Background: an optimization exercise with open tools, aiming at small area. Do not read the settings as production practice.
The RTL was checked by simulation tests, not by an equivalence proof against the original design.
Power is estimated from default activity; no workload was simulated.

Design prog_instruction_memory, start of the top module:
module prog_instruction_memory
#(
    parameter int DATA_W = prog_instruction_memory_pkg::IMEM_DATA_W,
    parameter int DEPTH  = prog_instruction_memory_pkg::IMEM_DEPTH,
    parameter int ADDR_W = prog_instruction_memory_pkg::IMEM_ADDR_W
) (
    input  wire logic                  clk,
    input  wire logic                  rst_n,
    input  wire logic                  load_start,
    input  wire logic                  load_valid,
    input  wire logic [DATA_W-1:0]     load_data,
    input  wire logic                  load_last,
    output logic                       load_ready,
    output logic                       load_done,
    input  wire logic                  fetch_req,
    input  wire logic [ADDR_W-1:0]     fetch_addr,
    output logic                       fetch_valid,
    output logic      [DATA_W-1:0]     instruction,
    output logic                       fetch_err,
    output logic                       busy,
    output logic      [$clog2(DEPTH):0] word_count
);
    localparam int WORD_AW = $clog2(DEPTH);
    localparam logic [1:0] S_CLEAR = 2'b00;
    localparam logic [1:0] S_LOAD  = 2'b01;
    localparam logic [1:0] S_IDLE  = 2'b10;
    localparam logic [1:0] S_DONE  = 2'b11;
    logic [1:0]         r_state;
    logic [WORD_AW:0]   r_cnt;
    logic               r_fetch_valid;
    logic               r_fetch_err;
    logic [DATA_W-1:0]  r_mem [DEPTH];
    logic [DATA_W-1:0]  r_rdata;
    logic st_clear, st_load, st_done;
    assign st_clear = (r_state == S_CLEAR);
    assign st_load  = (r_state == S_LOAD);
    assign st_done  = (r_state == S_DONE);
    logic w_load_accept, w_fetch_accept, w_addr_bad, w_ptr_last;
    assign w_load_accept  = st_load && load_valid;
  ...
==> flow/config.mk <==
export PLATFORM = sky130hd
export DESIGN_NAME = prog_instruction_memory
export DESIGN_NICKNAME = prog_instruction_memory
export VERILOG_FILES = /design/flow/design.v
export SDC_FILE = /design/flow/constraint.sdc
export NUM_CORES = 4
export LEC_CHECK = 0
export CAP_MARGIN = 20
export CORE_MARGIN = 2
export CORE_UTILIZATION = 50
export CTS_BUF_LIST = sky130_fd_sc_hd__clkbuf_16
export CTS_CLUSTER_DIAMETER = 60
export CTS_CLUSTER_SIZE = 30
export SLEW_MARGIN = 20
export SYNTH_HIERARCHICAL = 1
export SYNTH_MINIMUM_KEEP_SIZE = 0
==> flow/constraint.sdc <==
create_clock -name core_clock -period 5.0 [get_ports {clk}]
set_input_delay 1.0000 -clock core_clock [delete_from_list [all_inputs] [get_ports {clk}]]
set_output_delay 1.0000 -clock core_clock [all_outputs]
set_load 0.01 [all_outputs]
standard.sh (not shown) runs the stock make flow with config.mk's settings and CLKGATE_MAP_FILE= SYNTH_SCRIPT=/design/flow/synth_recipe.tcl, a recipe that flattens the netlist after the stock synthesis.
==> flow/flow/run.sh <==
#!/bin/bash
# Own layout flow: the standard ORFS flow (standard.sh), with two
# changes to how the layout is made:
#  - clock tree synthesis without dummy loads, clkbuf_16 sink clusters of
#    up to 30 flip-flops within 60 um;
#  - port buffers of the smallest buffer cell (repair_design resizes or
#    buffers them where a port needs more drive).
# The full make/tool output goes to standard.log in the work folder; ORFS
# keeps each step's own log under orfs/logs/.
set -euo pipefail
CTS="-sink_clustering_enable -repair_clock_nets -dont_use_dummy_load"
CTS+=" -sink_clustering_size 30 -sink_clustering_max_diameter 60"
CTS+=" -buf_list sky130_fd_sc_hd__clkbuf_16"
bash standard.sh "CTS_ARGS=$CTS" \
    "BUFFER_PORTS_ARGS=-buffer_cell sky130_fd_sc_hd__buf_1" \
    finish > standard.log 2>&1
Edit:
Settings changed: CORE_UTILIZATION 50 to 40.
Outcome:
- cell count climbs by 6.4%
- total power is about the same
- hold slack improved by 73 ps
- via count barely changes
- wire length goes up by 2.9%
- worst setup slack gets better by 150 ps
- sequential power stays flat
- core utilization drops by 11 points
- final area goes up by 1.0%
Edit:
==> flow/run.sh (new file) <==
#!/bin/bash
# synth_recipe.tcl (not shown) runs the flow's synth.tcl, then flattens the netlist and writes it again
# the make line also repeats each setting of config.mk as NAME=value (left out here)
make -C /OpenROAD-flow-scripts/flow DESIGN_CONFIG=/design/flow/config.mk WORK_HOME=/design/flow/orfs CLKGATE_MAP_FILE= SYNTH_SCRIPT=/design/flow/synth_recipe.tcl finish
Settings changed: CAP_MARGIN 20 to 10, SLEW_MARGIN 20 to 10.
removed: flow/flow/run.sh
removed: flow/standard.sh
With this change the flow finished with slew limit left; clock skew drops by 37 ps; critical path depth climbs by 1; synthesized area is unchanged; setup slack is worse by 580 ps; combinational power climbs slightly; wire length stays flat; clock power climbs by a quarter to a third; clock-buffer cell count climbs by 9.
Edit:
Settings changed: CAP_MARGIN 10 to 20, CTS_BUF_LIST sky130_fd_sc_hd__clkbuf_16 to default, CTS_CLUSTER_DIAMETER 60 to default, CTS_CLUSTER_SIZE 30 to default, SLEW_MARGIN 10 to 20.
After rerunning: With this change the flow completed with no timing, DRC or antenna violations; clock power rose by 28%; final area rose by 2.9%; area after synthesis stays the same; non-clock buffer count rose by 9; hold slack degrades by 7.5 ps; synthesized cell count is unchanged; setup slack improves by 270 ps.

* * *

Another version of the RTL of prog_instruction_memory (not shown whole).
For scale: about 2100 flip-flops, ~92 I/O pins, roughly 73000 µm² of cells after synthesis.
clock: 5.0 ns
lec_check: 0
cap_margin: 20
core_margin: 2
core_utilization: 50
cts_buf_list: sky130_fd_sc_hd__clkbuf_8
cts_cluster_diameter: 70
cts_cluster_size: 16
slew_margin: 20
synth_hierarchical: 1
synth_minimum_keep_size: 0
==> flow/flow/run.sh <==
#!/bin/bash
# Own layout flow: the standard ORFS flow (standard.sh), with two
# changes to how the layout is made:
#  - clock tree synthesis without dummy loads, with clkbuf_8 sink clusters
#    of up to 16 flip-flops within 70 um;
#  - port buffers of the smallest buffer cell (repair_design resizes or
#    buffers them where a port needs more drive).
# The full make/tool output goes to standard.log in the work folder; ORFS
# keeps each step's own log under orfs/logs/.
set -euo pipefail
CTS="-sink_clustering_enable -repair_clock_nets -dont_use_dummy_load"
CTS+=" -sink_clustering_size 16 -sink_clustering_max_diameter 70"
CTS+=" -buf_list sky130_fd_sc_hd__clkbuf_8"
bash standard.sh "CTS_ARGS=$CTS" \
    "BUFFER_PORTS_ARGS=-buffer_cell sky130_fd_sc_hd__buf_1" \
    finish > standard.log 2>&1
The baseline completed without violations.
Next try:
CORE_UTILIZATION = 40   (was 50)
What happened: Clock-buffer cell count rose by 1; routed wire length rose by 1.7%; cell count rose by 5.6%; power stays flat.

[separate check: timing with driven ports]
How much do the figures lean on ideal ports? The routed layouts below were timed once more, with nothing changed but the port constraints.
Step 1 sets driving cells, clkbuf_16 on the clock port and buf_2 on the other inputs (assumed; they add their load-dependent delay and slew).
Step 2 adds t to the input delays and takes it off the output delays; t is the mean of the earliest and latest rising clock arrival at the registers after step 1. Input paths then give back, and output paths get back, about the clock's delay inside the block.
a / b / c = no drivers / after step 1 / after step 2; a / b = the first two.
run | t, ns | setup slack, ns | latest minus earliest clock arrival (ns) | worst data-port slew with drivers (ns)
the first run of note 1 | 0.852 | 0.679 / 0.735 / -0.117 | 0.124 / 0.124 | 0.13
the second run of note 1 | 0.904 | 0.831 / 0.837 / -0.067 | 0.097 / 0.098 | 0.26
the third run of note 1 | 0.910 | 0.248 / 0.280 / -0.630 | 0.060 / 0.060 | 0.07
the fourth run of note 1 | 0.966 | 0.520 / 0.539 / -0.427 | 0.070 / 0.069 | 0.07
the first run of note 2 | 0.982 | 0.898 / 0.948 / -0.035 | 0.062 / 0.061 | 0.16
the second run of note 2 | 1.010 | 0.981 / 1.037 / 0.027 | 0.130 / 0.129 | 0.18
For the second run of note 2, which loses most, drivers alone change the setup slack by +0.056 ns; drivers and shift together by -0.954 ns.
